This is an optimization exercise on Yosys and OpenROAD, whose aim is small area and a short achievable clock period, not a production implementation.
No run shown here included a check of the RTL's function; only the layout flow was run.
Power is estimated from default activity; no workload was simulated.

File: flow/design.v
module jpeg_fb_writer #(
  parameter int unsigned       ADDR_W    = 32,
  parameter logic [ADDR_W-1:0] BASE_ADDR = 32'h0010_0000,
  parameter int unsigned       PIX_FMT   = 0
) (
  input  logic              clk,
  input  logic              reset,
  input  logic              in_valid_i,
  input  logic [15:0]       in_width_i,
  input  logic [15:0]       in_height_i,
  input  logic [15:0]       in_x_i,
  input  logic [15:0]       in_y_i,
  input  logic [7:0]        in_r_i,
  input  logic [7:0]        in_g_i,
  input  logic [7:0]        in_b_i,
  output logic              in_accept_o,
  output logic              wr_valid_o,
  output logic [ADDR_W-1:0] wr_addr_o,
  output logic [31:0]       wr_data_o,
  output logic [3:0]        wr_strb_o,
  input  logic              wr_ready_i,
  output logic              frame_done_o,
  output logic              busy_o,
  output logic [15:0]       crop_count_o,
  output logic              geom_err_o
);
  localparam int L = 20;   
  logic        active_q, start_pend_q, frame_done_q, geom_err_q;
  logic        s1_valid_q, s1_crop_q, wr_valid_q, strb_q;
  logic [16:0] s1_z_q;                         
  logic [7:0]  s1_one_q, s1_two_q;             
  logic [6:0]  s1_neg_q;
  logic [7:0]  enc_one, enc_two, enc_neg;
  logic [16:0] b_ext;
  logic [16:0] z_d;
  logic [23:0] s1_rgb_q;
  logic [L-1:0]  wr_lo_q;
  logic          wr_c_q;
  logic [29:L]   wr_a_q, wr_b_q;
  logic [23:0] wr_rgb_q;
  logic [15:0] wn_q, w_q, h_q, col_q, row_q, crop_cnt_q;
  logic        en, accept, hs, use_latched, in_bounds, start_ok, wr_load;
  logic        idle, count, col_last, last, frame_end;
  logic        active_d, start_pend_d, wr_valid_d, s1_valid_d;
  logic [15:0] w_used, h_used;
  logic [L:0]  lo_sum;
  logic [29:L] hi_sum;
  assign en          = !wr_valid_q | wr_ready_i;
  assign accept      = en & in_valid_i;
  assign hs          = wr_valid_q & wr_ready_i;
  assign idle        = !active_q & !frame_done_q;
  assign use_latched = active_q | start_pend_q;
  assign w_q         = ~wn_q;
  assign w_used      = use_latched ? w_q : in_width_i;
  assign h_used      = use_latched ? h_q : in_height_i;
  assign in_bounds   = (in_x_i < w_used) & (in_y_i < h_used);
  assign start_ok    = accept & in_bounds & !use_latched;
  assign z_d = {1'b0, in_x_i} + (in_y_i[0] ? {1'b0, w_used} : 17'd0);
  assign b_ext = {1'b0, in_y_i[15:1], 1'b0};
  always_comb begin
    for (int j = 0; j < 8; j++) begin
      enc_one[j] = b_ext[2*j+1] ^ b_ext[2*j];
      enc_two[j] = (b_ext[2*j+2] & !b_ext[2*j+1] & !b_ext[2*j]) | (!b_ext[2*j+2] & b_ext[2*j+1] & b_ext[2*j]);
      enc_neg[j] = b_ext[2*j+2] & !(b_ext[2*j+1] & b_ext[2*j]);
    end
  end
  wire [15:0] w    = w_q;
  wire [16:0] z    = s1_z_q;
  wire [7:0]  bone = s1_one_q;
  wire [7:0]  btwo = s1_two_q;
  wire [6:0]  bneg = s1_neg_q;
  wire pp0_0 = ((bone[0] & w[0])) ^ bneg[0];
  wire pp0_1 = ((bone[0] & w[1]) | (btwo[0] & w[0])) ^ bneg[0];
  wire pp0_2 = ((bone[0] & w[2]) | (btwo[0] & w[1])) ^ bneg[0];
  wire pp0_3 = ((bone[0] & w[3]) | (btwo[0] & w[2])) ^ bneg[0];
  wire pp0_4 = ((bone[0] & w[4]) | (btwo[0] & w[3])) ^ bneg[0];
  wire pp0_5 = ((bone[0] & w[5]) | (btwo[0] & w[4])) ^ bneg[0];
  wire pp0_6 = ((bone[0] & w[6]) | (btwo[0] & w[5])) ^ bneg[0];
  wire pp0_7 = ((bone[0] & w[7]) | (btwo[0] & w[6])) ^ bneg[0];
  wire pp0_8 = ((bone[0] & w[8]) | (btwo[0] & w[7])) ^ bneg[0];
  wire pp0_9 = ((bone[0] & w[9]) | (btwo[0] & w[8])) ^ bneg[0];
  wire pp0_10 = ((bone[0] & w[10]) | (btwo[0] & w[9])) ^ bneg[0];
  wire pp0_11 = ((bone[0] & w[11]) | (btwo[0] & w[10])) ^ bneg[0];
  wire pp0_12 = ((bone[0] & w[12]) | (btwo[0] & w[11])) ^ bneg[0];
  wire pp0_13 = ((bone[0] & w[13]) | (btwo[0] & w[12])) ^ bneg[0];
  wire pp0_14 = ((bone[0] & w[14]) | (btwo[0] & w[13])) ^ bneg[0];
  wire pp0_15 = ((bone[0] & w[15]) | (btwo[0] & w[14])) ^ bneg[0];
  wire pp0_16 = ((btwo[0] & w[15])) ^ bneg[0];
  wire pp1_0 = ((bone[1] & w[0])) ^ bneg[1];
  wire pp1_1 = ((bone[1] & w[1]) | (btwo[1] & w[0])) ^ bneg[1];
  wire pp1_2 = ((bone[1] & w[2]) | (btwo[1] & w[1])) ^ bneg[1];
  wire pp1_3 = ((bone[1] & w[3]) | (btwo[1] & w[2])) ^ bneg[1];
  wire pp1_4 = ((bone[1] & w[4]) | (btwo[1] & w[3])) ^ bneg[1];
  wire pp1_5 = ((bone[1] & w[5]) | (btwo[1] & w[4])) ^ bneg[1];
  wire pp1_6 = ((bone[1] & w[6]) | (btwo[1] & w[5])) ^ bneg[1];
  wire pp1_7 = ((bone[1] & w[7]) | (btwo[1] & w[6])) ^ bneg[1];
  wire pp1_8 = ((bone[1] & w[8]) | (btwo[1] & w[7])) ^ bneg[1];
  wire pp1_9 = ((bone[1] & w[9]) | (btwo[1] & w[8])) ^ bneg[1];
  wire pp1_10 = ((bone[1] & w[10]) | (btwo[1] & w[9])) ^ bneg[1];
  wire pp1_11 = ((bone[1] & w[11]) | (btwo[1] & w[10])) ^ bneg[1];
  wire pp1_12 = ((bone[1] & w[12]) | (btwo[1] & w[11])) ^ bneg[1];
  wire pp1_13 = ((bone[1] & w[13]) | (btwo[1] & w[12])) ^ bneg[1];
  wire pp1_14 = ((bone[1] & w[14]) | (btwo[1] & w[13])) ^ bneg[1];
  wire pp1_15 = ((bone[1] & w[15]) | (btwo[1] & w[14])) ^ bneg[1];
  wire pp1_16 = ((btwo[1] & w[15])) ^ bneg[1];
  wire pp2_0 = ((bone[2] & w[0])) ^ bneg[2];
  wire pp2_1 = ((bone[2] & w[1]) | (btwo[2] & w[0])) ^ bneg[2];
  wire pp2_2 = ((bone[2] & w[2]) | (btwo[2] & w[1])) ^ bneg[2];
  wire pp2_3 = ((bone[2] & w[3]) | (btwo[2] & w[2])) ^ bneg[2];
  wire pp2_4 = ((bone[2] & w[4]) | (btwo[2] & w[3])) ^ bneg[2];
  wire pp2_5 = ((bone[2] & w[5]) | (btwo[2] & w[4])) ^ bneg[2];
  wire pp2_6 = ((bone[2] & w[6]) | (btwo[2] & w[5])) ^ bneg[2];
  wire pp2_7 = ((bone[2] & w[7]) | (btwo[2] & w[6])) ^ bneg[2];
  wire pp2_8 = ((bone[2] & w[8]) | (btwo[2] & w[7])) ^ bneg[2];
  wire pp2_9 = ((bone[2] & w[9]) | (btwo[2] & w[8])) ^ bneg[2];
  wire pp2_10 = ((bone[2] & w[10]) | (btwo[2] & w[9])) ^ bneg[2];
  wire pp2_11 = ((bone[2] & w[11]) | (btwo[2] & w[10])) ^ bneg[2];
  wire pp2_12 = ((bone[2] & w[12]) | (btwo[2] & w[11])) ^ bneg[2];
  wire pp2_13 = ((bone[2] & w[13]) | (btwo[2] & w[12])) ^ bneg[2];
  wire pp2_14 = ((bone[2] & w[14]) | (btwo[2] & w[13])) ^ bneg[2];
  wire pp2_15 = ((bone[2] & w[15]) | (btwo[2] & w[14])) ^ bneg[2];
  wire pp2_16 = ((btwo[2] & w[15])) ^ bneg[2];
  wire pp3_0 = ((bone[3] & w[0])) ^ bneg[3];
  wire pp3_1 = ((bone[3] & w[1]) | (btwo[3] & w[0])) ^ bneg[3];
  wire pp3_2 = ((bone[3] & w[2]) | (btwo[3] & w[1])) ^ bneg[3];
  wire pp3_3 = ((bone[3] & w[3]) | (btwo[3] & w[2])) ^ bneg[3];
  wire pp3_4 = ((bone[3] & w[4]) | (btwo[3] & w[3])) ^ bneg[3];
  wire pp3_5 = ((bone[3] & w[5]) | (btwo[3] & w[4])) ^ bneg[3];
  wire pp3_6 = ((bone[3] & w[6]) | (btwo[3] & w[5])) ^ bneg[3];
  wire pp3_7 = ((bone[3] & w[7]) | (btwo[3] & w[6])) ^ bneg[3];
  wire pp3_8 = ((bone[3] & w[8]) | (btwo[3] & w[7])) ^ bneg[3];
  wire pp3_9 = ((bone[3] & w[9]) | (btwo[3] & w[8])) ^ bneg[3];
  wire pp3_10 = ((bone[3] & w[10]) | (btwo[3] & w[9])) ^ bneg[3];
  wire pp3_11 = ((bone[3] & w[11]) | (btwo[3] & w[10])) ^ bneg[3];
  wire pp3_12 = ((bone[3] & w[12]) | (btwo[3] & w[11])) ^ bneg[3];
  wire pp3_13 = ((bone[3] & w[13]) | (btwo[3] & w[12])) ^ bneg[3];
  wire pp3_14 = ((bone[3] & w[14]) | (btwo[3] & w[13])) ^ bneg[3];
  wire pp3_15 = ((bone[3] & w[15]) | (btwo[3] & w[14])) ^ bneg[3];
  wire pp3_16 = ((btwo[3] & w[15])) ^ bneg[3];
  wire pp4_0 = ((bone[4] & w[0])) ^ bneg[4];
  wire pp4_1 = ((bone[4] & w[1]) | (btwo[4] & w[0])) ^ bneg[4];
  wire pp4_2 = ((bone[4] & w[2]) | (btwo[4] & w[1])) ^ bneg[4];
  wire pp4_3 = ((bone[4] & w[3]) | (btwo[4] & w[2])) ^ bneg[4];
  wire pp4_4 = ((bone[4] & w[4]) | (btwo[4] & w[3])) ^ bneg[4];
  wire pp4_5 = ((bone[4] & w[5]) | (btwo[4] & w[4])) ^ bneg[4];
  wire pp4_6 = ((bone[4] & w[6]) | (btwo[4] & w[5])) ^ bneg[4];
  wire pp4_7 = ((bone[4] & w[7]) | (btwo[4] & w[6])) ^ bneg[4];
  wire pp4_8 = ((bone[4] & w[8]) | (btwo[4] & w[7])) ^ bneg[4];
  wire pp4_9 = ((bone[4] & w[9]) | (btwo[4] & w[8])) ^ bneg[4];
  wire pp4_10 = ((bone[4] & w[10]) | (btwo[4] & w[9])) ^ bneg[4];
  wire pp4_11 = ((bone[4] & w[11]) | (btwo[4] & w[10])) ^ bneg[4];
  wire pp4_12 = ((bone[4] & w[12]) | (btwo[4] & w[11])) ^ bneg[4];
  wire pp4_13 = ((bone[4] & w[13]) | (btwo[4] & w[12])) ^ bneg[4];
  wire pp4_14 = ((bone[4] & w[14]) | (btwo[4] & w[13])) ^ bneg[4];
  wire pp4_15 = ((bone[4] & w[15]) | (btwo[4] & w[14])) ^ bneg[4];
  wire pp4_16 = ((btwo[4] & w[15])) ^ bneg[4];
  wire pp5_0 = ((bone[5] & w[0])) ^ bneg[5];
  wire pp5_1 = ((bone[5] & w[1]) | (btwo[5] & w[0])) ^ bneg[5];
  wire pp5_2 = ((bone[5] & w[2]) | (btwo[5] & w[1])) ^ bneg[5];
  wire pp5_3 = ((bone[5] & w[3]) | (btwo[5] & w[2])) ^ bneg[5];
  wire pp5_4 = ((bone[5] & w[4]) | (btwo[5] & w[3])) ^ bneg[5];
  wire pp5_5 = ((bone[5] & w[5]) | (btwo[5] & w[4])) ^ bneg[5];
  wire pp5_6 = ((bone[5] & w[6]) | (btwo[5] & w[5])) ^ bneg[5];
  wire pp5_7 = ((bone[5] & w[7]) | (btwo[5] & w[6])) ^ bneg[5];
  wire pp5_8 = ((bone[5] & w[8]) | (btwo[5] & w[7])) ^ bneg[5];
  wire pp5_9 = ((bone[5] & w[9]) | (btwo[5] & w[8])) ^ bneg[5];
  wire pp5_10 = ((bone[5] & w[10]) | (btwo[5] & w[9])) ^ bneg[5];
  wire pp5_11 = ((bone[5] & w[11]) | (btwo[5] & w[10])) ^ bneg[5];
  wire pp5_12 = ((bone[5] & w[12]) | (btwo[5] & w[11])) ^ bneg[5];
  wire pp5_13 = ((bone[5] & w[13]) | (btwo[5] & w[12])) ^ bneg[5];
  wire pp5_14 = ((bone[5] & w[14]) | (btwo[5] & w[13])) ^ bneg[5];
  wire pp5_15 = ((bone[5] & w[15]) | (btwo[5] & w[14])) ^ bneg[5];
  wire pp5_16 = ((btwo[5] & w[15])) ^ bneg[5];
  wire pp6_0 = ((bone[6] & w[0])) ^ bneg[6];
  wire pp6_1 = ((bone[6] & w[1]) | (btwo[6] & w[0])) ^ bneg[6];
  wire pp6_2 = ((bone[6] & w[2]) | (btwo[6] & w[1])) ^ bneg[6];
  wire pp6_3 = ((bone[6] & w[3]) | (btwo[6] & w[2])) ^ bneg[6];
  wire pp6_4 = ((bone[6] & w[4]) | (btwo[6] & w[3])) ^ bneg[6];
  wire pp6_5 = ((bone[6] & w[5]) | (btwo[6] & w[4])) ^ bneg[6];
  wire pp6_6 = ((bone[6] & w[6]) | (btwo[6] & w[5])) ^ bneg[6];
  wire pp6_7 = ((bone[6] & w[7]) | (btwo[6] & w[6])) ^ bneg[6];
  wire pp6_8 = ((bone[6] & w[8]) | (btwo[6] & w[7])) ^ bneg[6];
  wire pp6_9 = ((bone[6] & w[9]) | (btwo[6] & w[8])) ^ bneg[6];
  wire pp6_10 = ((bone[6] & w[10]) | (btwo[6] & w[9])) ^ bneg[6];
  wire pp6_11 = ((bone[6] & w[11]) | (btwo[6] & w[10])) ^ bneg[6];
  wire pp6_12 = ((bone[6] & w[12]) | (btwo[6] & w[11])) ^ bneg[6];
  wire pp6_13 = ((bone[6] & w[13]) | (btwo[6] & w[12])) ^ bneg[6];
  wire pp6_14 = ((bone[6] & w[14]) | (btwo[6] & w[13])) ^ bneg[6];
  wire pp6_15 = ((bone[6] & w[15]) | (btwo[6] & w[14])) ^ bneg[6];
  wire pp6_16 = ((btwo[6] & w[15])) ^ bneg[6];
  wire pp7_0 = (bone[7] & w[0]);
  wire pp7_1 = (bone[7] & w[1]) | (btwo[7] & w[0]);
  wire pp7_2 = (bone[7] & w[2]) | (btwo[7] & w[1]);
  wire pp7_3 = (bone[7] & w[3]) | (btwo[7] & w[2]);
  wire pp7_4 = (bone[7] & w[4]) | (btwo[7] & w[3]);
  wire pp7_5 = (bone[7] & w[5]) | (btwo[7] & w[4]);
  wire pp7_6 = (bone[7] & w[6]) | (btwo[7] & w[5]);
  wire pp7_7 = (bone[7] & w[7]) | (btwo[7] & w[6]);
  wire pp7_8 = (bone[7] & w[8]) | (btwo[7] & w[7]);
  wire pp7_9 = (bone[7] & w[9]) | (btwo[7] & w[8]);
  wire pp7_10 = (bone[7] & w[10]) | (btwo[7] & w[9]);
  wire pp7_11 = (bone[7] & w[11]) | (btwo[7] & w[10]);
  wire pp7_12 = (bone[7] & w[12]) | (btwo[7] & w[11]);
  wire pp7_13 = (bone[7] & w[13]) | (btwo[7] & w[12]);
  wire pp7_14 = (bone[7] & w[14]) | (btwo[7] & w[13]);
  wire ms0, mc0;
  jfw_ha u_ms0 (.a(z[9]), .b(bneg[4]), .s(ms0), .co(mc0));
  wire ms1, mc1;
  jfw_ha u_ms1 (.a(z[10]), .b(pp0_9), .s(ms1), .co(mc1));
  wire ms2, mc2;
  jfw_fa u_ms2 (.a(z[11]), .b(bneg[5]), .c(pp0_10), .s(ms2), .co(mc2));
  wire ms3, mc3;
  jfw_ha u_ms3 (.a(pp1_8), .b(pp2_6), .s(ms3), .co(mc3));
  wire ms4, mc4;
  jfw_fa u_ms4 (.a(z[12]), .b(pp0_11), .c(pp1_9), .s(ms4), .co(mc4));
  wire ms5, mc5;
  jfw_ha u_ms5 (.a(pp2_7), .b(pp3_5), .s(ms5), .co(mc5));
  wire ms6, mc6;
  jfw_fa u_ms6 (.a(z[13]), .b(bneg[6]), .c(pp0_12), .s(ms6), .co(mc6));
  wire ms7, mc7;
  jfw_fa u_ms7 (.a(pp1_10), .b(pp2_8), .c(pp3_6), .s(ms7), .co(mc7));
  wire ms8, mc8;
  jfw_ha u_ms8 (.a(pp4_4), .b(pp5_2), .s(ms8), .co(mc8));
  wire ms9, mc9;
  jfw_fa u_ms9 (.a(z[14]), .b(pp0_13), .c(pp1_11), .s(ms9), .co(mc9));
  wire ms10, mc10;
  jfw_fa u_ms10 (.a(pp2_9), .b(pp3_7), .c(pp4_5), .s(ms10), .co(mc10));
  wire ms11, mc11;
  jfw_ha u_ms11 (.a(pp5_3), .b(pp6_1), .s(ms11), .co(mc11));
  wire ms12, mc12;
  jfw_fa u_ms12 (.a(z[15]), .b(pp0_14), .c(pp1_12), .s(ms12), .co(mc12));
  wire ms13, mc13;
  jfw_fa u_ms13 (.a(pp2_10), .b(pp3_8), .c(pp4_6), .s(ms13), .co(mc13));
  wire ms14, mc14;
  jfw_fa u_ms14 (.a(pp5_4), .b(pp6_2), .c(pp7_0), .s(ms14), .co(mc14));
  wire ms15, mc15;
  jfw_fa u_ms15 (.a(z[16]), .b(pp0_15), .c(pp1_13), .s(ms15), .co(mc15));
  wire ms16, mc16;
  jfw_fa u_ms16 (.a(pp2_11), .b(pp3_9), .c(pp4_7), .s(ms16), .co(mc16));
  wire ms17, mc17;
  jfw_fa u_ms17 (.a(pp5_5), .b(pp6_3), .c(pp7_1), .s(ms17), .co(mc17));
  wire ms18, mc18;
  jfw_fa u_ms18 (.a(pp0_16), .b(pp1_14), .c(pp2_12), .s(ms18), .co(mc18));
  wire ms19, mc19;
  jfw_fa u_ms19 (.a(pp3_10), .b(pp4_8), .c(pp5_6), .s(ms19), .co(mc19));
  wire ms20, mc20;
  jfw_ha u_ms20 (.a(pp6_4), .b(pp7_2), .s(ms20), .co(mc20));
  wire ms21, mc21;
  jfw_fa u_ms21 (.a(~bneg[0]), .b(pp1_15), .c(pp2_13), .s(ms21), .co(mc21));
  wire ms22, mc22;
  jfw_fa u_ms22 (.a(pp3_11), .b(pp4_9), .c(pp5_7), .s(ms22), .co(mc22));
  wire ms23, mc23;
  jfw_ha u_ms23 (.a(pp6_5), .b(pp7_3), .s(ms23), .co(mc23));
  wire ms24, mc24;
  jfw_fa u_ms24 (.a(pp1_16), .b(pp2_14), .c(pp3_12), .s(ms24), .co(mc24));
  wire ms25, mc25;
  jfw_fa u_ms25 (.a(pp4_10), .b(pp5_8), .c(pp6_6), .s(ms25), .co(mc25));
  wire ms26, mc26;
  jfw_fa u_ms26 (.a(1'b1), .b(~bneg[1]), .c(pp2_15), .s(ms26), .co(mc26));
  wire ms27, mc27;
  jfw_fa u_ms27 (.a(pp3_13), .b(pp4_11), .c(pp5_9), .s(ms27), .co(mc27));
  wire ms28, mc28;
  jfw_fa u_ms28 (.a(1'b1), .b(pp2_16), .c(pp3_14), .s(ms28), .co(mc28));
  wire ms29, mc29;
  jfw_ha u_ms29 (.a(pp4_12), .b(pp5_10), .s(ms29), .co(mc29));
  wire ms30, mc30;
  jfw_fa u_ms30 (.a(~bneg[2]), .b(pp3_15), .c(pp4_13), .s(ms30), .co(mc30));
  wire ms31, mc31;
  jfw_ha u_ms31 (.a(1'b1), .b(pp3_16), .s(ms31), .co(mc31));
  wire ms32, mc32;
  jfw_ha u_ms32 (.a(z[5]), .b(bneg[2]), .s(ms32), .co(mc32));
  wire ms33, mc33;
  jfw_ha u_ms33 (.a(z[6]), .b(pp0_5), .s(ms33), .co(mc33));
  wire ms34, mc34;
  jfw_fa u_ms34 (.a(z[7]), .b(bneg[3]), .c(pp0_6), .s(ms34), .co(mc34));
  wire ms35, mc35;
  jfw_ha u_ms35 (.a(pp1_4), .b(pp2_2), .s(ms35), .co(mc35));
  wire ms36, mc36;
  jfw_fa u_ms36 (.a(z[8]), .b(pp0_7), .c(pp1_5), .s(ms36), .co(mc36));
  wire ms37, mc37;
  jfw_ha u_ms37 (.a(pp2_3), .b(pp3_1), .s(ms37), .co(mc37));
  wire ms38, mc38;
  jfw_fa u_ms38 (.a(ms0), .b(pp0_8), .c(pp1_6), .s(ms38), .co(mc38));
  wire ms39, mc39;
  jfw_fa u_ms39 (.a(pp2_4), .b(pp3_2), .c(pp4_0), .s(ms39), .co(mc39));
  wire ms40, mc40;
  jfw_fa u_ms40 (.a(mc0), .b(pp1_7), .c(pp2_5), .s(ms40), .co(mc40));
  wire ms41, mc41;
  jfw_fa u_ms41 (.a(pp3_3), .b(pp4_1), .c(ms1), .s(ms41), .co(mc41));
  wire ms42, mc42;
  jfw_fa u_ms42 (.a(pp3_4), .b(pp4_2), .c(pp5_0), .s(ms42), .co(mc42));
  wire ms43, mc43;
  jfw_fa u_ms43 (.a(mc1), .b(ms3), .c(ms2), .s(ms43), .co(mc43));
  wire ms44, mc44;
  jfw_fa u_ms44 (.a(pp4_3), .b(pp5_1), .c(mc3), .s(ms44), .co(mc44));
  wire ms45, mc45;
  jfw_fa u_ms45 (.a(ms5), .b(mc2), .c(ms4), .s(ms45), .co(mc45));
  wire ms46, mc46;
  jfw_fa u_ms46 (.a(pp6_0), .b(mc5), .c(ms8), .s(ms46), .co(mc46));
  wire ms47, mc47;
  jfw_fa u_ms47 (.a(mc4), .b(ms6), .c(ms7), .s(ms47), .co(mc47));
  wire ms48, mc48;
  jfw_fa u_ms48 (.a(mc8), .b(ms11), .c(mc6), .s(ms48), .co(mc48));
  wire ms49, mc49;
  jfw_fa u_ms49 (.a(mc7), .b(ms10), .c(ms9), .s(ms49), .co(mc49));
  wire ms50, mc50;
  jfw_fa u_ms50 (.a(mc11), .b(mc10), .c(mc9), .s(ms50), .co(mc50));
  wire ms51, mc51;
  jfw_fa u_ms51 (.a(ms12), .b(ms13), .c(ms14), .s(ms51), .co(mc51));
  wire ms52, mc52;
  jfw_fa u_ms52 (.a(mc12), .b(mc13), .c(mc14), .s(ms52), .co(mc52));
  wire ms53, mc53;
  jfw_fa u_ms53 (.a(ms15), .b(ms16), .c(ms17), .s(ms53), .co(mc53));
  wire ms54, mc54;
  jfw_fa u_ms54 (.a(ms20), .b(mc15), .c(mc16), .s(ms54), .co(mc54));
  wire ms55, mc55;
  jfw_fa u_ms55 (.a(mc17), .b(ms18), .c(ms19), .s(ms55), .co(mc55));
  wire ms56, mc56;
  jfw_fa u_ms56 (.a(mc20), .b(ms23), .c(mc18), .s(ms56), .co(mc56));
  wire ms57, mc57;
  jfw_fa u_ms57 (.a(mc19), .b(ms21), .c(ms22), .s(ms57), .co(mc57));
  wire ms58, mc58;
  jfw_fa u_ms58 (.a(pp7_4), .b(mc23), .c(mc21), .s(ms58), .co(mc58));
  wire ms59, mc59;
  jfw_fa u_ms59 (.a(mc22), .b(ms24), .c(ms25), .s(ms59), .co(mc59));
  wire ms60, mc60;
  jfw_fa u_ms60 (.a(pp6_7), .b(pp7_5), .c(mc24), .s(ms60), .co(mc60));
  wire ms61, mc61;
  jfw_fa u_ms61 (.a(mc25), .b(ms26), .c(ms27), .s(ms61), .co(mc61));
  wire ms62, mc62;
  jfw_fa u_ms62 (.a(pp6_8), .b(pp7_6), .c(ms29), .s(ms62), .co(mc62));
  wire ms63, mc63;
  jfw_fa u_ms63 (.a(mc26), .b(mc27), .c(ms28), .s(ms63), .co(mc63));
  wire ms64, mc64;
  jfw_fa u_ms64 (.a(pp5_11), .b(pp6_9), .c(pp7_7), .s(ms64), .co(mc64));
  wire ms65, mc65;
  jfw_fa u_ms65 (.a(mc29), .b(mc28), .c(ms30), .s(ms65), .co(mc65));
  wire ms66, mc66;
  jfw_fa u_ms66 (.a(pp4_14), .b(pp5_12), .c(pp6_10), .s(ms66), .co(mc66));
  wire ms67, mc67;
  jfw_fa u_ms67 (.a(pp7_8), .b(ms31), .c(mc30), .s(ms67), .co(mc67));
  wire ms68, mc68;
  jfw_fa u_ms68 (.a(~bneg[3]), .b(pp4_15), .c(pp5_13), .s(ms68), .co(mc68));
  wire ms69, mc69;
  jfw_fa u_ms69 (.a(pp6_11), .b(pp7_9), .c(mc31), .s(ms69), .co(mc69));
  wire ms70, mc70;
  jfw_fa u_ms70 (.a(1'b1), .b(pp4_16), .c(pp5_14), .s(ms70), .co(mc70));
  wire ms71, mc71;
  jfw_ha u_ms71 (.a(pp6_12), .b(pp7_10), .s(ms71), .co(mc71));
  wire ms72, mc72;
  jfw_fa u_ms72 (.a(~bneg[4]), .b(pp5_15), .c(pp6_13), .s(ms72), .co(mc72));
  wire ms73, mc73;
  jfw_ha u_ms73 (.a(1'b1), .b(pp5_16), .s(ms73), .co(mc73));
  wire ms74, mc74;
  jfw_ha u_ms74 (.a(z[3]), .b(bneg[1]), .s(ms74), .co(mc74));
  wire ms75, mc75;
  jfw_ha u_ms75 (.a(z[4]), .b(pp0_3), .s(ms75), .co(mc75));
  wire ms76, mc76;
  jfw_fa u_ms76 (.a(ms32), .b(pp0_4), .c(pp1_2), .s(ms76), .co(mc76));
  wire ms77, mc77;
  jfw_fa u_ms77 (.a(mc32), .b(pp1_3), .c(pp2_1), .s(ms77), .co(mc77));
  wire ms78, mc78;
  jfw_fa u_ms78 (.a(pp3_0), .b(mc33), .c(ms35), .s(ms78), .co(mc78));
  wire ms79, mc79;
  jfw_fa u_ms79 (.a(mc35), .b(ms37), .c(mc34), .s(ms79), .co(mc79));
  wire ms80, mc80;
  jfw_fa u_ms80 (.a(mc37), .b(mc36), .c(ms38), .s(ms80), .co(mc80));
  wire ms81, mc81;
  jfw_fa u_ms81 (.a(mc38), .b(mc39), .c(ms40), .s(ms81), .co(mc81));
  wire ms82, mc82;
  jfw_fa u_ms82 (.a(mc40), .b(ms42), .c(mc41), .s(ms82), .co(mc82));
  wire ms83, mc83;
  jfw_fa u_ms83 (.a(mc42), .b(ms44), .c(mc43), .s(ms83), .co(mc83));
  wire ms84, mc84;
  jfw_fa u_ms84 (.a(mc44), .b(ms46), .c(mc45), .s(ms84), .co(mc84));
  wire ms85, mc85;
  jfw_fa u_ms85 (.a(mc46), .b(mc47), .c(ms48), .s(ms85), .co(mc85));
  wire ms86, mc86;
  jfw_fa u_ms86 (.a(mc48), .b(mc49), .c(ms50), .s(ms86), .co(mc86));
  wire ms87, mc87;
  jfw_fa u_ms87 (.a(mc50), .b(mc51), .c(ms52), .s(ms87), .co(mc87));
  wire ms88, mc88;
  jfw_fa u_ms88 (.a(mc52), .b(mc53), .c(ms54), .s(ms88), .co(mc88));
  wire ms89, mc89;
  jfw_fa u_ms89 (.a(mc54), .b(mc55), .c(ms56), .s(ms89), .co(mc89));
  wire ms90, mc90;
  jfw_fa u_ms90 (.a(mc56), .b(mc57), .c(ms58), .s(ms90), .co(mc90));
  wire ms91, mc91;
  jfw_fa u_ms91 (.a(mc58), .b(mc59), .c(ms60), .s(ms91), .co(mc91));
  wire ms92, mc92;
  jfw_fa u_ms92 (.a(mc60), .b(ms62), .c(mc61), .s(ms92), .co(mc92));
  wire ms93, mc93;
  jfw_fa u_ms93 (.a(ms64), .b(mc62), .c(mc63), .s(ms93), .co(mc93));
  wire ms94, mc94;
  jfw_fa u_ms94 (.a(mc64), .b(ms66), .c(mc65), .s(ms94), .co(mc94));
  wire ms95, mc95;
  jfw_fa u_ms95 (.a(mc66), .b(ms68), .c(ms69), .s(ms95), .co(mc95));
  wire ms96, mc96;
  jfw_fa u_ms96 (.a(ms71), .b(mc68), .c(ms70), .s(ms96), .co(mc96));
  wire ms97, mc97;
  jfw_fa u_ms97 (.a(pp7_11), .b(mc71), .c(mc70), .s(ms97), .co(mc97));
  wire ms98, mc98;
  jfw_fa u_ms98 (.a(pp6_14), .b(pp7_12), .c(ms73), .s(ms98), .co(mc98));
  wire ms99, mc99;
  jfw_fa u_ms99 (.a(~bneg[5]), .b(pp6_15), .c(pp7_13), .s(ms99), .co(mc99));
  wire ms100, mc100;
  jfw_ha u_ms100 (.a(1'b1), .b(pp6_16), .s(ms100), .co(mc100));
  wire ms101, mc101;
  jfw_ha u_ms101 (.a(z[1]), .b(bneg[0]), .s(ms101), .co(mc101));
  wire ms102, mc102;
  jfw_ha u_ms102 (.a(z[2]), .b(pp0_1), .s(ms102), .co(mc102));
  wire ms103, mc103;
  jfw_fa u_ms103 (.a(ms74), .b(pp0_2), .c(pp1_0), .s(ms103), .co(mc103));
  wire ms104, mc104;
  jfw_fa u_ms104 (.a(mc74), .b(pp1_1), .c(ms75), .s(ms104), .co(mc104));
  wire ms105, mc105;
  jfw_fa u_ms105 (.a(pp2_0), .b(mc75), .c(ms76), .s(ms105), .co(mc105));
  wire ms106, mc106;
  jfw_fa u_ms106 (.a(ms33), .b(mc76), .c(ms77), .s(ms106), .co(mc106));
  wire ms107, mc107;
  jfw_fa u_ms107 (.a(mc77), .b(ms34), .c(ms78), .s(ms107), .co(mc107));
  wire ms108, mc108;
  jfw_fa u_ms108 (.a(ms36), .b(mc78), .c(ms79), .s(ms108), .co(mc108));
  wire ms109, mc109;
  jfw_fa u_ms109 (.a(ms39), .b(mc79), .c(ms80), .s(ms109), .co(mc109));
  wire ms110, mc110;
  jfw_fa u_ms110 (.a(ms41), .b(mc80), .c(ms81), .s(ms110), .co(mc110));
  wire ms111, mc111;
  jfw_fa u_ms111 (.a(mc81), .b(ms43), .c(ms82), .s(ms111), .co(mc111));
  wire ms112, mc112;
  jfw_fa u_ms112 (.a(ms45), .b(mc82), .c(ms83), .s(ms112), .co(mc112));
  wire ms113, mc113;
  jfw_fa u_ms113 (.a(ms47), .b(mc83), .c(ms84), .s(ms113), .co(mc113));
  wire ms114, mc114;
  jfw_fa u_ms114 (.a(ms49), .b(mc84), .c(ms85), .s(ms114), .co(mc114));
  wire ms115, mc115;
  jfw_fa u_ms115 (.a(ms51), .b(mc85), .c(ms86), .s(ms115), .co(mc115));
  wire ms116, mc116;
  jfw_fa u_ms116 (.a(ms53), .b(mc86), .c(ms87), .s(ms116), .co(mc116));
  wire ms117, mc117;
  jfw_fa u_ms117 (.a(ms55), .b(mc87), .c(ms88), .s(ms117), .co(mc117));
  wire ms118, mc118;
  jfw_fa u_ms118 (.a(ms57), .b(mc88), .c(ms89), .s(ms118), .co(mc118));
  wire ms119, mc119;
  jfw_fa u_ms119 (.a(ms59), .b(mc89), .c(ms90), .s(ms119), .co(mc119));
  wire ms120, mc120;
  jfw_fa u_ms120 (.a(ms61), .b(mc90), .c(ms91), .s(ms120), .co(mc120));
  wire ms121, mc121;
  jfw_fa u_ms121 (.a(ms63), .b(mc91), .c(ms92), .s(ms121), .co(mc121));
  wire ms122, mc122;
  jfw_fa u_ms122 (.a(ms65), .b(mc92), .c(ms93), .s(ms122), .co(mc122));
  wire ms123, mc123;
  jfw_fa u_ms123 (.a(ms67), .b(mc93), .c(ms94), .s(ms123), .co(mc123));
  wire ms124, mc124;
  jfw_fa u_ms124 (.a(mc67), .b(ms95), .c(mc94), .s(ms124), .co(mc124));
  wire ms125, mc125;
  jfw_fa u_ms125 (.a(mc69), .b(ms96), .c(mc95), .s(ms125), .co(mc125));
  wire ms126, mc126;
  jfw_fa u_ms126 (.a(ms72), .b(mc96), .c(ms97), .s(ms126), .co(mc126));
  wire ms127, mc127;
  jfw_fa u_ms127 (.a(mc72), .b(mc97), .c(ms98), .s(ms127), .co(mc127));
  wire ms128, mc128;
  jfw_fa u_ms128 (.a(mc73), .b(ms99), .c(mc98), .s(ms128), .co(mc128));
  wire ms129, mc129;
  jfw_fa u_ms129 (.a(pp7_14), .b(ms100), .c(mc99), .s(ms129), .co(mc129));
  wire [29:0] mra = {ms129, mc127, mc126, ms126, ms125, mc123, mc122, mc121, mc120, mc119, mc118, mc117, mc116, mc115, mc114, mc113, mc112, mc111, mc110, mc109, mc108, mc107, mc106, mc105, mc104, mc103, mc102, mc101, ms101, z[0]};
  wire [29:0] mrb = {mc128, ms128, ms127, mc125, mc124, ms124, ms123, ms122, ms121, ms120, ms119, ms118, ms117, ms116, ms115, ms114, ms113, ms112, ms111, ms110, ms109, ms108, ms107, ms106, ms105, ms104, ms103, ms102, pp0_0, 1'b0};
  jfw_cpa_lo u_lo (.a(mra[L-1:0]), .b(mrb[L-1:0]), .s(lo_sum));
  assign wr_load     = en & s1_valid_q & !s1_crop_q;
  assign s1_valid_d  = en ? in_valid_i : s1_valid_q;
  assign wr_valid_d  = en ? (s1_valid_q & !s1_crop_q) : wr_valid_q;
  assign count       = active_q & hs;
  assign col_last    = col_q == 16'd1;
  assign last        = col_last & (row_q == 16'd1);
  assign frame_end   = count & last;
  assign active_d     = (idle & (start_pend_q | start_ok)) | (active_q & !frame_end);
  assign start_pend_d = frame_done_q & start_ok;
  always_ff @(posedge clk) begin
    if (en) begin
      s1_z_q    <= z_d;
      s1_one_q  <= enc_one;
      s1_two_q  <= enc_two;
      s1_neg_q  <= enc_neg[6:0];
      s1_rgb_q  <= {in_r_i, in_g_i, in_b_i};
      s1_crop_q <= !in_bounds;
    end
    if (start_ok) begin
      wn_q  <= ~in_width_i;
      h_q   <= in_height_i;
    end
    if (start_ok | count)
      col_q <= (!count | col_last) ? w_used : col_q - 16'd1;
    if (start_ok | (count & col_last))
      row_q <= count ? row_q - 16'd1 : in_height_i;
  end
  always_ff @(posedge clk) begin
    if (!reset) begin
      active_q     <= 1'b0;
      start_pend_q <= 1'b0;
      frame_done_q <= 1'b0;
      geom_err_q   <= 1'b0;
      s1_valid_q   <= 1'b0;
      wr_valid_q   <= 1'b0;
      strb_q       <= 1'b0;
      wr_lo_q      <= '0;
      wr_c_q       <= 1'b0;
      wr_a_q       <= '0;
      wr_b_q       <= '0;
      wr_rgb_q     <= '0;
      crop_cnt_q   <= '0;
    end else begin
      active_q     <= active_d;
      start_pend_q <= start_pend_d;
      frame_done_q <= frame_end;
      if (active_q & accept & ((in_width_i != w_q) | (in_height_i != h_q)))
        geom_err_q <= 1'b1;
      s1_valid_q   <= s1_valid_d;
      wr_valid_q   <= wr_valid_d;
      if (wr_load) begin
        strb_q  <= 1'b1;
        wr_rgb_q <= s1_rgb_q;
        wr_lo_q <= lo_sum[L-1:0];
        wr_c_q  <= lo_sum[L];
        wr_a_q  <= mra[29:L];
        wr_b_q  <= mrb[29:L];
      end
      if (start_ok)
        crop_cnt_q <= 16'd0;
      else if (en & s1_valid_q & s1_crop_q & (crop_cnt_q != 16'hFFFF))
        crop_cnt_q <= crop_cnt_q + 16'd1;
    end
  end
  jfw_cpa_hi u_hi (.a(wr_a_q), .b(wr_b_q), .ci(wr_c_q), .s(hi_sum));
  jfw_accept u_acc (.wr_valid(wr_valid_q), .wr_ready(wr_ready_i), .accept(in_accept_o));
  assign wr_valid_o   = wr_valid_q;
  assign wr_addr_o    = {hi_sum, wr_lo_q, 2'b00};
  assign wr_data_o    = {8'h00, wr_rgb_q};
  assign wr_strb_o    = {4{strb_q}};
  assign frame_done_o = frame_done_q;
  assign busy_o       = active_q | frame_done_q | s1_valid_q | wr_valid_q | start_pend_q;
  assign crop_count_o = crop_cnt_q;
  assign geom_err_o   = geom_err_q;
endmodule
module jfw_cpa_lo (input logic [20-1:0] a, b, output logic [20:0] s);
  assign s = {1'b0, a} + {1'b0, b};
endmodule
module jfw_cpa_hi (input logic [29:20] a, b, input logic ci, output logic [29:20] s);
  logic [30-20:0] t;
  assign t = {a, 1'b1} + {b, ci};
  assign s = t[30-20:1];
endmodule
module jfw_accept (input logic wr_valid, wr_ready, output logic accept);
  assign accept = !wr_valid | wr_ready;
endmodule
module jfw_fa (input logic a, b, c, output logic s, co);
  assign s  = a ^ b ^ c;
  assign co = (a & b) | (c & (a ^ b));
endmodule
module jfw_ha (input logic a, b, output logic s, co);
  assign s  = a ^ b;
  assign co = a & b;
endmodule
File: flow/flow/run.sh
#!/bin/bash
# Own layout flow: the standard flow, with plain buf_1 cells as the port buffers
# (instead of the delay-cell buffer the resizer picks by default). Every port still gets
# its own buffer. The full make output goes to std_flow.log in the work folder.
set -euo pipefail
export BUFFER_PORTS_ARGS="-buffer_cell sky130_fd_sc_hd__buf_1"
bash standard.sh finish > std_flow.log 2>&1
File: flow/standard.sh
#!/bin/bash
# synth_recipe.tcl (not shown) runs the flow's synth.tcl, then flattens the netlist and writes it again
# the make line also repeats each setting of config.mk as NAME=value (left out here)
make -C /OpenROAD-flow-scripts/flow DESIGN_CONFIG=/design/flow/config.mk WORK_HOME=/design/flow/orfs CLKGATE_MAP_FILE= SYNTH_SCRIPT=/design/flow/synth_recipe.tcl "${@:-finish}"
File: flow/config.mk
export PLATFORM = sky130hd
export DESIGN_NAME = jpeg_fb_writer
export DESIGN_NICKNAME = jpeg_fb_writer
export VERILOG_FILES = /design/flow/design.v
export SDC_FILE = /design/flow/constraint.sdc
export NUM_CORES = 4
export LEC_CHECK = 0
export CAP_MARGIN = 20
export CORE_MARGIN = 2
export CORE_UTILIZATION = 40
export CTS_BUF_LIST = sky130_fd_sc_hd__clkbuf_4 sky130_fd_sc_hd__clkbuf_8
export CTS_CLUSTER_DIAMETER = 80
export CTS_CLUSTER_SIZE = 16
export SETUP_SLACK_MARGIN = 4.8
export SLEW_MARGIN = 20
export SYNTH_HIERARCHICAL = 1
File: flow/constraint.sdc
create_clock -name core_clock -period 9.0 [get_ports {clk}]
set_input_delay 1.8000 -clock core_clock [delete_from_list [all_inputs] [get_ports {clk}]]
set_output_delay 1.8000 -clock core_clock [all_outputs]
set_load 0.01 [all_outputs]
==> key figures, run 1 <==
Status
  – Status: finished clean

Power and ir drop
  – Peak supply drop: 0.000784 V
  – Tot Pwr: 0.00947 W
  – Leakage: 7.53 nW
  – PD cells: 467 nW/um2

Detailed routing
  – Iteration-0 DRC Markers: 987
  – Post-Route WL: 48000 um
  – Metal2 WL: 22700 um
  – M1 WL: 20700 um
  – Top sig layer: met4
  – WL met3: 3020 um
  – Drt first pass iters: 7
  – Vias per inst: 5.45
  – Antenna Nets Post-Route: 0
  – DRC: 0
  – Routed vias: 13600
  – Average wire per standard cell: 19.2 um

Floorplanning
  – Top-Level Pins: 181
  – Site Rows: 74
  – Initial Util: 40.8%
  – Die X-Extent: 208 um
  – DIE AREA: 43500 um2
  – Die Height: 208 um
  – Core area: 41000 um2

Timing
  – Final Skew: 0.0367 ns
  – Slew margin rel.: 29.5%
  – Post-route minimum period: 4.56 ns
  – Tightest Pin Transition: 1.05 ns
  – Hold Slack: 0.458 ns
  – Setup TNS: 0 ns
  – RSZ-0062 raised after global routing: true
  – Slew Viols, Final: 0
  – Final hold violations: 0
  – Fin crit share: 50.7%
  – Max Freq: 219 MHz
  – Final setup fails: 0

Critical path
  – Setup CP Type: reg2reg
  – Crit Path Max Fanout: 6
  – CP endpoint kind: flip-flop
  – Startpoint Class: flip-flop
  – Worst EP arrival: 5.07 ns
  – Reg-to-reg startpoint: s1_one_q[0]$_DFFE_PN_
  – Crit. Startpoint: s1_one_q[0]$_DFFE_PN_
  – Req. time, crit path: 9.51 ns

Place
  – I/O Buffers: 170
  – Post-DP HPWL: 33500 um
  – Routability congestion estimate: 0.891

Global routing
  – GRT Util Overall: 21.8%
  – Global route overflow: 0
  – Vias in the first global route: 13600
  – Largest net degree at the start of global routing: 74
  – First-pass GRT wire length: 75300 um
  – Initial antenna violation count: 2

Yosys
  – Number of distinct library cells after synthesis: 74
  – Post-Synth Adder-Cell Area: 21.3%
  – Post-synth EDFFs: 129
  – Syn Area/Cell: 9.83 um2
  – Sequential cell area fraction in the yosys report: 33.7%
  – Ys Warns: 7
  – Post-synthesis mux area share: 1.21%
  – Synth Area in Compound Gates: 15.5%
  – Xor-xnor portion of the synthesized cell area: 11.8%
  – Gate Count Post-Synth: 1702
  – Syn Std Cell Area: 16700 um2
  – Synth Flop Type: edfxtp_1
  – Synth async-reset ratio: 0%
  – Largest family of logic cells by synthesized area: adder cells
  – Synthesis-stage register bit count: 217
  – Simple-Gate Fraction of Synth Area: 11.6%

Job
  – Max_cap viols: 0

Worst hold path
  – Worst min path class: reg2reg
  – Worst min-delay path startpoint: wr_lo_q[15]$_SDFFE_PN0P_

Clock tree
  – Root buf cell: clkbuf_8
  – Clock sink count: 217
  – CTS clk-pin slew, worst paths: 0.10 ns
  – Maximum clock path buffer count: 3
  – CTS tree: built
  – TritonCTS buffer count: 19
  – Latest clock arrival within the worst-skew pair: 0.59 ns
  – H-tree depth: 1

Cells and area
  – Layout Nets: 2266
  – Leading cell type in the layout, fill and taps excluded: nand2_1
  – Area growth syn-to-layout: 21.2%
  – Post-layout util: 49.4%
  – Commonest non-fill, non-tap cells in the layout: nand2_1, buf_1, xnor2_1
  – Layout cell share with drive strength beyond 1: 18.3%
  – Fillers: 3740
-- registers in the layout, indices dropped and copies added (netlist names), 16 cells and up --
signal / count
col_q: 16
wr_rgb_q: 24
wr_lo_q: 20
row_q: 16
wn_q: 16
h_q: 16
crop_cnt_q: 16
s1_rgb_q: 24
s1_z_q: 17
-- per-module statistics from Yosys (local to each module, per instance) --
module          copies in the design  area, um2
jfw_cpa_hi                         1        440
jfw_cpa_lo                         1       1040
jfw_ha                            21       12.5
jfw_accept                         1       6.26
jfw_fa                           109       20.0
jpeg_fb_writer                     1      12800
-- routing by layer --
metal	vias up	track usage, %
li1	6444	-
met1	6574	29.6
met2	512	35.4
met3	109	2.70
met4	0	8.48
met5	-	0
-- final cells by class --
| cell class | count | area [um2] | area share (%) |
|---|---|---|---|
| multi-input combinational | 1311 | 11200 | 55.1 |
| timing repair buffer | 325 | 2000 | 9.86 |
| sequential | 217 | 5640 | 27.8 |
| antenna | 2 | 5.00 | 0.0247 |
| clock buffer | 24 | 299 | 1.47 |
| tap | 532 | 666 | 3.28 |
| clock inverter | 9 | 90.1 | 0.444 |
| inverter | 82 | 413 | 2.04 |
-- where the power goes --
group / switching, W / internal, W / leakage (nW) / total, W
logic: 0.00384 / 0.00373 / 5.34 / 0.00757
registers: 0.0000855 / 0.00119 / 2.00 / 0.00128
clock network: 0.000362 / 0.000255 / 0.191 / 0.000616
-- worst max-delay path: stages (launching register included) --
cell and delay, ns:
edfxtp_1 0.39, clkinvlp_4 0.14, buf_6 0.14, buf_6 0.12
o22ai_4 0.17, xnor2_2 0.11, fa_2 0.40, fa_2 0.38
fa_1 0.48, fa_2 0.62, ha_4 0.24, a21oi_4 0.23
a21oi_2 0.08, o31a_1 0.26, a221o_1 0.34, a31oi_2 0.17
nand2_1 0.07, a21boi_1 0.15
-- cells in the mapped netlist, types with 8 or more instances --
cell type / number / area share [%]
inv_1: 76 / 1.7
dfxtp_1: 88 / 11
xor2_1: 57 / 3.0
nor4_1: 8 / 0.30
mux2i_1: 18 / 1.1
nand3_1: 20 / 0.60
buf_4: 15 / 0.67
nand2_1: 199 / 4.5
a21boi_0: 69 / 3.1
xnor2_1: 168 / 8.8
nor3_1: 20 / 0.60
clkbuf_1: 70 / 1.6
o21ai_0: 65 / 1.9
o22ai_1: 121 / 4.5
buf_1: 19 / 0.43
a21oi_1: 71 / 2.1
nor2b_1: 15 / 0.56
nand2b_1: 15 / 0.56
a21o_1: 12 / 0.54
nand4_1: 20 / 0.75
a31oi_1: 9 / 0.34
nor2_1: 93 / 2.1
ha_1: 106 / 7.9
edfxtp_1: 129 / 23
fa_1: 112 / 13
-- path summary, 6_finish.rpt --
| kind | to | slack, ns | cells after the start |
|---|---|---|---|
| max | wr_lo_q[19]$_SDFFE_PN0P_ | 4.44 | 17 |
| min | wr_lo_q[15]$_SDFFE_PN0P_ | 0.46 | 2 |
| max reg2reg | wr_lo_q[19]$_SDFFE_PN0P_ | 4.44 | 17 |
| min reg2reg | wr_lo_q[15]$_SDFFE_PN0P_ | 0.46 | 2 |
-- timing repair --
item	4_1_cts	5_1_grt
setup endpoints to repair	43	58
cloned	2	0
hold buffers	0	0
pin swaps	41	53
gates resized for setup	107	54
setup buffers	127	19
-- through the flow --
stage	setup WS [ns]	instances	area, um2
after detailed placement	3.62	2319	18000
final	4.44	2502	20300
after global routing	4.28	2502	20300
after global placement	3.69	2319	18000
after CTS	4.53	2481	19900
after floorplan	4.32	1717	17400
-- logic make-up (layout without fill, tap and decap cells) --
logic type / count (synthesis) / count (layout)
other: 2 / 19
DFF: 217 / 217
xor gates and xnor gates: 225 / 225
buffers and inverters: 191 / 440
muxes: 20 / 20
and+or+nand+nor: 428 / 429
AOI/OAI and AO/OA: 401 / 402
adders and majority gates: 218 / 218
==> inputs of run 2 (changes only) <==
--- a/flow/design.v
+++ b/flow/design.v
@@ -24,7 +24,7 @@
   output logic [15:0]       crop_count_o,
   output logic              geom_err_o
 );
-  localparam int L = 20;   
+  localparam int L = 18;   
   logic        active_q, start_pend_q, frame_done_q, geom_err_q;
   logic        s1_valid_q, s1_crop_q, wr_valid_q, strb_q;
   logic [16:0] s1_z_q;                         
@@ -541,13 +541,13 @@
   assign crop_count_o = crop_cnt_q;
   assign geom_err_o   = geom_err_q;
 endmodule
-module jfw_cpa_lo (input logic [20-1:0] a, b, output logic [20:0] s);
+module jfw_cpa_lo (input logic [18-1:0] a, b, output logic [18:0] s);
   assign s = {1'b0, a} + {1'b0, b};
 endmodule
-module jfw_cpa_hi (input logic [29:20] a, b, input logic ci, output logic [29:20] s);
-  logic [30-20:0] t;
+module jfw_cpa_hi (input logic [29:18] a, b, input logic ci, output logic [29:18] s);
+  logic [30-18:0] t;
   assign t = {a, 1'b1} + {b, ci};
-  assign s = t[30-20:1];
+  assign s = t[30-18:1];
 endmodule
 module jfw_accept (input logic wr_valid, wr_ready, output logic accept);
   assign accept = !wr_valid | wr_ready;
==> key figures, run 2 <==
Timing
  – Tightest Pin Transition: 0.980 ns (-0.0748 ns)
  – Final Skew: 0.0176 ns (-0.0192 ns)
  – Hold Slack: 0.458 ns (-0.000147 ns)
  – Final setup fails: 0 (unchanged)
  – Setup TNS: 0 ns (unchanged)
  – Max Freq: 231 MHz (+5.2%)
  – Final hold violations: 0 (unchanged)
  – Slew Viols, Final: 0 (unchanged)
  – Fin crit share: 48.1% (-2.5 points)
  – Post-route minimum period: 4.33 ns (-0.227 ns)
  – RSZ-0062 raised after global routing: true
  – Slew margin rel.: 33.8% (+4.3 points)

Floorplanning
  – Die Height: 208 um (-0.31%)
  – Top-Level Pins: 181 (unchanged)
  – Site Rows: 74 (unchanged)
  – Initial Util: 40.6% (-0.17 points)
  – Die X-Extent: 208 um (-0.31%)
  – DIE AREA: 43200 um2 (-0.62%)
  – Core area: 40900 um2 (-0.23%)

Yosys
  – Number of distinct library cells after synthesis: 75 (+1.4%)
  – Sequential cell area fraction in the yosys report: 34.1% (+0.46 points)
  – Synth Flop Type: edfxtp_1
  – Synth async-reset ratio: 0% (unchanged)
  – Synthesis-stage register bit count: 219 (+0.92%)
  – Gate Count Post-Synth: 1690 (-0.71%)
  – Synth top area cells: edfxtp_1, fa_1, dfxtp_1
  – Syn Area/Cell: 9.83 um2 (about the same)
  – Most frequent cells after synthesis: nand2_1, xnor2_1, a21oi_1
  – Post-synth EDFFs: 129 (unchanged)
  – Yosys top cell area share: 23.3% (+0.15 points)
  – Syn Std Cell Area: 16600 um2 (-0.64%)
  – Largest area contributor in the netlist: edfxtp_1
  – Count leader, synth: nand2_1
  – Ys Warns: 7 (unchanged)

Clock tree
  – CTS clk-pin slew, worst paths: 0.11 ns (about the same)
  – H-tree depth: 1 (unchanged)
  – Maximum clock path buffer count: 3 (unchanged)
  – CTS tree: built
  – Latest clock arrival within the worst-skew pair: 0.58 ns (about the same)
  – Root buf cell: clkbuf_8
  – Clock sink count: 219 (+0.92%)
  – TritonCTS buffer count: 19 (unchanged)
  – Hold_buf cts: 0 (unchanged)

Detailed routing
  – Post-Route WL: 47500 um (-1.1%)
  – Antenna Nets Post-Route: 0 (unchanged)
  – DRC: 0 (unchanged)
  – Iteration-0 DRC Markers: 1085 (+9.9%)
  – Average wire per standard cell: 19.4 um (+0.86%)
  – Routed vias: 13500 (-0.97%)
  – Vias per inst: 5.50 (+0.97%)
  – Drt first pass iters: 5 (-2)

Critical path
  – CP dominant cell by count: fa_1
  – Worst EP arrival: 4.77 ns (-0.30 ns)
  – Req. time, crit path: 9.44 ns (-0.07 ns)
  – Crit Path Max Fanout: 8 (+2)
  – Worst path cell trace: clkinvlp_4 > buf_4 > o22ai_1 > xnor2_1 > ha_1 > fa_2 > fa_1 > fa_1 > ha_4 > nand2_4 > nor2_4 > a21o_1 > a31oi_4 > nand2b_4 > a211o_1 > nand2_1 > a21oi_1
  – Startpoint Class: flip-flop
  – Slowest CP cell: fa_1
  – CP endpoint kind: flip-flop
  – Delay of the slowest cell on the worst path: 0.53 ns (-0.09 ns)
  – Setup CP Type: reg2reg

Job
  – Max_cap viols: 0 (unchanged)

Global routing
  – First-pass GRT wire length: 74100 um (-1.6%)
  – Global route overflow: 0 (unchanged)
  – Initial antenna violation count: 1 (-1)
  – GRT Util Overall: 21.3% (-0.50 points)
  – Largest net degree at the start of global routing: 74 (unchanged)
  – Vias in the first global route: 13400 (-1.6%)

Power and ir drop
  – Tot Pwr: 0.00834 W (-12%)
  – Share of power burned in registers: 15.9% (+2.4 points)
  – Clock share of power: 7.3% (+0.8 points)
  – Peak supply drop: 0.000591 V (-25%)
  – Leakage: 7.33 nW (-2.7%)
  – Comb power frac: 76.8% (-3.2 points)
  – PD cells: 424 nW/um2 (-9.2%)
  – Int Pwr: 0.00460 W (-11%)
  – Sw frac: 44.8% (-0.44 points)
  – Switching power: 0.00374 W (-13%)

Place
  – Post-DP HPWL: 33300 um (-0.70%)
  – I/O Buffers: 170 (unchanged)
  – # placed instances: 2309 (-0.43%)
  – Routability congestion estimate: 0.853 (-4.3%)

Cells and area
  – Fillers: 3884 (+3.9%)
  – Non-Filler Instances: 2454 (-1.9%)
  – # diodes: 0 (-2)
  – Layout Nets: 2220 (-2.0%)
  – Largest regs: s1_rgb_q (24), wr_rgb_q (24), wr_lo_q (18)
  – Commonest non-fill, non-tap cells in the layout: nand2_1, buf_1, xnor2_1
  – Leading cell type in the layout, fill and taps excluded: nand2_1
  – Area growth syn-to-layout: 18.3%
  – Layout cell share with drive strength beyond 1: 16.4% (-2.0 points)

Status
  – Status: finished clean

Worst hold path
  – Worst min path class: reg2reg
run 2: per-module statistics from Yosys, one instance, submodules excluded:
module / cells inside / area (um2)
jfw_ha: 1 / 12.5
jfw_cpa_hi: 61 / 531
jpeg_fb_writer: 1383 / 12700
jfw_fa: 1 / 20.0
jfw_cpa_lo: 115 / 890
jfw_accept: 1 / 6.26
run 2: area by class of cell:
type / count / area [um2] / area share, %
repair buffers: 291 / 1670 / 8.51
inverters: 71 / 349 / 1.77
clock buffers: 27 / 322 / 1.63
flip-flops and latches: 219 / 5690 / 28.9
clock inverters: 6 / 56.3 / 0.286
multi-input cells: 1308 / 10900 / 55.5
well taps: 532 / 666 / 3.38
run 2: layer usage:
layer	vias up	track usage [%]	wire length, um
met5	-	0	13
met4	2	6.24	1380
met3	101	3.21	3350
met2	514	34.8	22200
met1	6571	29.2	20600
li1	6319	-	-
run 2: kinds of logic (layout without fill, tap and decap cells):
family,count (synthesis),in the layout,share of synthesized area [%]
fa+ha+maj,218,218,21.5
mux,18,18,1.08
other cells,2,17,0.0452
flops,219,219,34.1
simple gates,437,438,12.3
xor+xnor,227,227,12.0
buf+inv,179,395,4.52
compound gates,390,390,14.5
run 2: path summary, 6_finish.rpt:
kind	endpoint	cells after the start	slack [ns]	from
max	wr_lo_q[17]$_SDFFE_PN0P_	17	4.67	s1_one_q[2]$_DFFE_PN_
min reg2reg	wr_rgb_q[8]$_SDFFE_PN0P_	2	0.46	wr_rgb_q[8]$_SDFFE_PN0P_
min	wr_rgb_q[8]$_SDFFE_PN0P_	2	0.46	wr_rgb_q[8]$_SDFFE_PN0P_
max reg2reg	wr_lo_q[17]$_SDFFE_PN0P_	17	4.67	s1_one_q[2]$_DFFE_PN_
run 2: worst max-delay path: cells and delay by family, from the launching register on:
kind | cells | cell delay [ns]
adder cells (fa/ha/maj) | 5 | 1.99
buffers and inverters | 2 | 0.45
AND/OR/NAND/NOR | 4 | 0.41
flip-flops | 1 | 0.39
AO/OA/AOI/OAI | 5 | 0.77
XOR/XNOR | 1 | 0.15
run 2: timing repair:
action                                  CTS  global route
pin swaps                                26            43
endpoints found under the setup margin   29            32
resized for setup                        73            87
buffers inserted                         93            18
cloned                                    1             0
run 2: metrics by stage:
step	utilization, %	area (um2)	setup slack, ns
6_report	48.1	19700	4.67
5_1_grt	48.1	19700	4.53
4_1_cts	46.7	19100	4.76
3_5_place_dp	43.1	17600	3.94
3_3_place_gp	43.1	17600	4.05
2_1_floorplan	-	16700	4.61
run 2: power groups by stage:
| stage | combinational [W] | clock (W) | sequential, W |
|---|---|---|---|
| 2_1_floorplan | 0.00369 | 0 | 0.00131 |
| 3_3_place_gp | 0.00459 | 0 | 0.00136 |
| 3_5_place_dp | 0.00465 | 0 | 0.00137 |
| 4_1_cts | 0.00521 | 0.000634 | 0.00132 |
| 5_1_grt | 0.00698 | 0.000675 | 0.00134 |
| 6_report | 0.00640 | 0.000612 | 0.00132 |
==> inputs of run 3 (changes only) <==
--- a/flow/design.v
+++ b/flow/design.v
@@ -24,7 +24,7 @@
   output logic [15:0]       crop_count_o,
   output logic              geom_err_o
 );
-  localparam int L = 18;   
+  localparam int L = 14;   
   logic        active_q, start_pend_q, frame_done_q, geom_err_q;
   logic        s1_valid_q, s1_crop_q, wr_valid_q, strb_q;
   logic [16:0] s1_z_q;                         
@@ -36,7 +36,7 @@
   logic [23:0] s1_rgb_q;
   logic [L-1:0]  wr_lo_q;
   logic          wr_c_q;
-  logic [29:L]   wr_a_q, wr_b_q;
+  logic [29:L]   wr_p_q, wr_g_q;    
   logic [23:0] wr_rgb_q;
   logic [15:0] wn_q, w_q, h_q, col_q, row_q, crop_cnt_q;
   logic        en, accept, hs, use_latched, in_bounds, start_ok, wr_load;
@@ -504,8 +504,8 @@
       strb_q       <= 1'b0;
       wr_lo_q      <= '0;
       wr_c_q       <= 1'b0;
-      wr_a_q       <= '0;
-      wr_b_q       <= '0;
+      wr_p_q       <= '0;
+      wr_g_q       <= '0;
       wr_rgb_q     <= '0;
       crop_cnt_q   <= '0;
     end else begin
@@ -521,8 +521,8 @@
         wr_rgb_q <= s1_rgb_q;
         wr_lo_q <= lo_sum[L-1:0];
         wr_c_q  <= lo_sum[L];
-        wr_a_q  <= mra[29:L];
-        wr_b_q  <= mrb[29:L];
+        wr_p_q  <= mra[29:L] ^ mrb[29:L];
+        wr_g_q  <= mra[29:L] & mrb[29:L];
       end
       if (start_ok)
         crop_cnt_q <= 16'd0;
@@ -530,7 +530,7 @@
         crop_cnt_q <= crop_cnt_q + 16'd1;
     end
   end
-  jfw_cpa_hi u_hi (.a(wr_a_q), .b(wr_b_q), .ci(wr_c_q), .s(hi_sum));
+  jfw_cpa_pg u_hi (.p(wr_p_q), .g(wr_g_q), .ci(wr_c_q), .s(hi_sum));
   jfw_accept u_acc (.wr_valid(wr_valid_q), .wr_ready(wr_ready_i), .accept(in_accept_o));
   assign wr_valid_o   = wr_valid_q;
   assign wr_addr_o    = {hi_sum, wr_lo_q, 2'b00};
@@ -541,13 +541,32 @@
   assign crop_count_o = crop_cnt_q;
   assign geom_err_o   = geom_err_q;
 endmodule
-module jfw_cpa_lo (input logic [18-1:0] a, b, output logic [18:0] s);
+module jfw_cpa_lo (input logic [14-1:0] a, b, output logic [14:0] s);
   assign s = {1'b0, a} + {1'b0, b};
 endmodule
-module jfw_cpa_hi (input logic [29:18] a, b, input logic ci, output logic [29:18] s);
-  logic [30-18:0] t;
-  assign t = {a, 1'b1} + {b, ci};
-  assign s = t[30-18:1];
+module jfw_cpa_pg (
+  input  logic [29-14:0] p, g,
+  input  logic                 ci,
+  output logic [29-14:0] s
+);
+  localparam int N  = 30 - 14;
+  localparam int M  = N + 1;
+  localparam int LV = $clog2(M);
+  logic [(LV+1)*M-1:0] gg, pp;
+  assign gg[M-1:0] = {g, ci};
+  assign pp[M-1:0] = {p, 1'b0};
+  for (genvar l = 0; l < LV; l++) begin : g_lvl
+    for (genvar i = 0; i < M; i++) begin : g_pos
+      if (i >= (1 << l)) begin : g_op
+        assign gg[(l+1)*M+i] = gg[l*M+i] | (pp[l*M+i] & gg[l*M+i-(1<<l)]);
+        assign pp[(l+1)*M+i] = pp[l*M+i] & pp[l*M+i-(1<<l)];
+      end else begin : g_pass
+        assign gg[(l+1)*M+i] = gg[l*M+i];
+        assign pp[(l+1)*M+i] = pp[l*M+i];
+      end
+    end
+  end
+  assign s = p ^ gg[LV*M +: N];
 endmodule
 module jfw_accept (input logic wr_valid, wr_ready, output logic accept);
   assign accept = !wr_valid | wr_ready;
--- a/flow/config.mk
+++ b/flow/config.mk
@@ -11,6 +11,6 @@
 export CTS_BUF_LIST = sky130_fd_sc_hd__clkbuf_4 sky130_fd_sc_hd__clkbuf_8
 export CTS_CLUSTER_DIAMETER = 80
 export CTS_CLUSTER_SIZE = 16
-export SETUP_SLACK_MARGIN = 4.8
+export SETUP_SLACK_MARGIN = 4.6
 export SLEW_MARGIN = 20
 export SYNTH_HIERARCHICAL = 1
==> key figures, run 3 <==
Cells and area
  – Area growth syn-to-layout: 11.6%
  – Commonest non-fill, non-tap cells in the layout: nand2_1, buf_1, xnor2_1
  – Post-layout util: 45.2% (-2.8 points)
  – Non-Filler Instances: 2481 (+1.1%)
  – # diodes: 0 (unchanged)
  – Leading cell type in the layout, fill and taps excluded: nand2_1
  – Largest regs: s1_rgb_q (24), wr_rgb_q (24), s1_z_q (17)
  – Layout cell share with drive strength beyond 1: 8.03% (-8.4 points)
  – Layout Nets: 2240 (+0.90%)

Timing
  – Final hold violations: 0 (unchanged)
  – Tightest Pin Transition: 1.01 ns (+0.0328 ns)
  – Max Freq: 239 MHz (+3.3%)
  – Final Skew: 0.0362 ns (+0.0186 ns)
  – Final setup fails: 0 (unchanged)
  – Slew margin rel.: 32.5% (-1.3 points)
  – Setup TNS: 0 ns (unchanged)
  – RSZ-0062 raised after global routing: true
  – Post-route minimum period: 4.19 ns (-0.139 ns)
  – Fin crit share: 46.6% (-1.5 points)
  – Slew Viols, Final: 0 (unchanged)

Power and ir drop
  – PD cells: 297 nW/um2 (-30%)
  – Leakage: 7.00 nW (-4.5%)
  – Peak supply drop: 0.000225 V (-62%)

Clock tree
  – TritonCTS buffer count: 19 (unchanged)
  – Latest clock arrival within the worst-skew pair: 0.58 ns (about the same)
  – Clock sink count: 222 (+1.4%)
  – Maximum clock path buffer count: 3 (unchanged)
  – Hold_buf cts: 0 (unchanged)
  – CTS clk-pin slew, worst paths: 0.12 ns (about the same)
  – Root buf cell: clkbuf_8
  – H-tree depth: 1 (unchanged)
  – CTS tree: built

Yosys
  – Gate Count Post-Synth: 1765 (+4.4%)
  – Ys Warns: 7 (unchanged)
  – Syn Area/Cell: 9.61 um2 (-2.3%)
  – Syn Std Cell Area: 17000 um2 (+2.0%)

Place
  – Routability congestion estimate: 0.880 (+3.2%)
  – Post-DP HPWL: 34000 um (+2.1%)
  – # placed instances: 2382 (+3.2%)
  – I/O Buffers: 170 (unchanged)

Detailed routing
  – Average wire per standard cell: 18.8 um (-2.9%)
  – Routed vias: 13500 (+0.0074%)
  – Antenna Nets Post-Route: 0 (unchanged)
  – Iteration-0 DRC Markers: 888 (-18%)
  – Drt first pass iters: 5 (unchanged)
  – DRC: 0 (unchanged)
  – Post-Route WL: 46600 um (-1.9%)
  – Vias per inst: 5.44 (-1.1%)

Global routing
  – Largest net degree at the start of global routing: 74 (unchanged)
  – Vias in the first global route: 13000 (-2.8%)
  – First-pass GRT wire length: 71700 um (-3.2%)
  – Global route overflow: 0 (unchanged)
  – GRT Util Overall: 20.5% (-0.73 points)
  – Initial antenna violation count: 0 (-1)

Critical path
  – Setup CP Type: reg2reg
  – Worst path bufs/invs: 2 (unchanged)
  – Startpoint Class: flip-flop
  – CP endpoint kind: flip-flop
  – Worst EP arrival: 4.61 ns (-0.16 ns)
  – Delay of the slowest cell on the worst path: 0.52 ns (about the same)
  – CP dominant cell by count: fa_1
  – Delay-heaviest family, CP: adder cells
  – Slowest CP cell: fa_1
  – Req. time, crit path: 9.42 ns (-0.02 ns)
  – Crit Path Max Fanout: 9 (+1)
  – Worst path cell trace: clkinvlp_4 > buf_4 > o22ai_1 > xnor2_1 > fa_1 > fa_1 > fa_1 > ha_1 > a21oi_1 > nand2_1 > o41ai_2 > o21ai_1 > a21o_1 > nand2_1 > a21oi_1

Floorplanning
  – Initial Util: 40.5% (-0.097 points)
  – DIE AREA: 44100 um2 (+2.0%)
  – Site Rows: 75 (+1.4%)
  – Die Height: 210 um (+0.99%)
  – Die X-Extent: 210 um (+0.99%)
  – Core area: 41900 um2 (+2.3%)
  – Top-Level Pins: 181 (unchanged)

Worst hold path
  – Worst min path class: reg2reg

Status
  – Status: finished clean

Job
  – Max_cap viols: 0 (unchanged)
-- run 3: worst paths after layout --
kind              slack [ns]                       to                    start  cells past startpoint
setup reg to reg        4.81      wr_c_q$_SDFFE_PN0P_    s1_two_q[0]$_DFFE_PN_                     15
hold / removal          0.46  wr_lo_q[1]$_SDFFE_PN0P_  wr_lo_q[1]$_SDFFE_PN0P_                      2
hold reg to reg         0.46  wr_lo_q[1]$_SDFFE_PN0P_  wr_lo_q[1]$_SDFFE_PN0P_                      2
setup / recovery        4.81      wr_c_q$_SDFFE_PN0P_    s1_two_q[0]$_DFFE_PN_                     15
-- run 3: what timing repair did --
| action | 4_1_cts | 5_1_grt |
|---|---|---|
| hold endpoints to repair | 0 | 0 |
| buffers inserted | 9 | 56 |
| endpoints found under the setup margin | 20 | 7 |
| gates resized for setup | 3 | 22 |
| pin swaps | 1 | 1 |
-- run 3: metrics by stage --
step / hold slack, ns / setup slack [ns] / cell area [um2] / power, W
2_1_floorplan: 0.433 / 4.61 / 17000 / 0.00409
3_3_place_gp: 0.441 / 4.00 / 17900 / 0.00484
3_5_place_dp: 0.445 / 3.91 / 17900 / 0.00488
4_1_cts: 0.461 / 4.59 / 18400 / 0.00558
5_1_grt: 0.480 / 4.53 / 18900 / 0.00624
6_report: 0.457 / 4.81 / 18900 / 0.00562
-- run 3: cell type report --
class                           count  area (um2)
Sequential cell                   222        5740
Fill cell                        4093       22900
Clock inverter                      5        72.6
Multi-Input combinational cell   1368       10500
Inverter                           72         324
Tap cell                          539         674
Timing Repair Buffer              246        1240
Clock buffer                       29         343
-- run 3: worst register-to-register path, delay by kind of cell, from the launching register on --
kind	cells	cell delay, ns
xor gates and xnor gates	1	0.11
buffers and inverters	2	0.37
and+or+nand+nor	2	0.15
adders and majority gates	4	1.72
AOI/OAI and AO/OA	6	1.30
DFF	1	0.39
-- run 3: where the power goes --
part	switching, W	internal, W	total, W
Sequential	0.000159	0.00124	0.00140
Clock	0.000367	0.000282	0.000649
Combinational	0.00197	0.00160	0.00358
Total	0.00250	0.00312	0.00562
-- run 3: per-layer routing --
| layer | global-route usage, % | vias to the layer above | routed length [um] |
|---|---|---|---|
| met5 | 0 | - | 0 |
| li1 | - | 6487 | - |
| met3 | 2.59 | 57 | 2850 |
| met1 | 28.8 | 6487 | 21300 |
| met2 | 33.5 | 477 | 21600 |
| met4 | 5.65 | 0 | 883 |

Re-timed with assumed drivers on the ports (clkbuf_16 on the clock, buf_2 on other inputs), run 3 has 4.769 ns of setup slack against 4.807 ns with ideal ports, and 4.236 ns once port delays also move by the mid clock arrival of 0.611 ns.
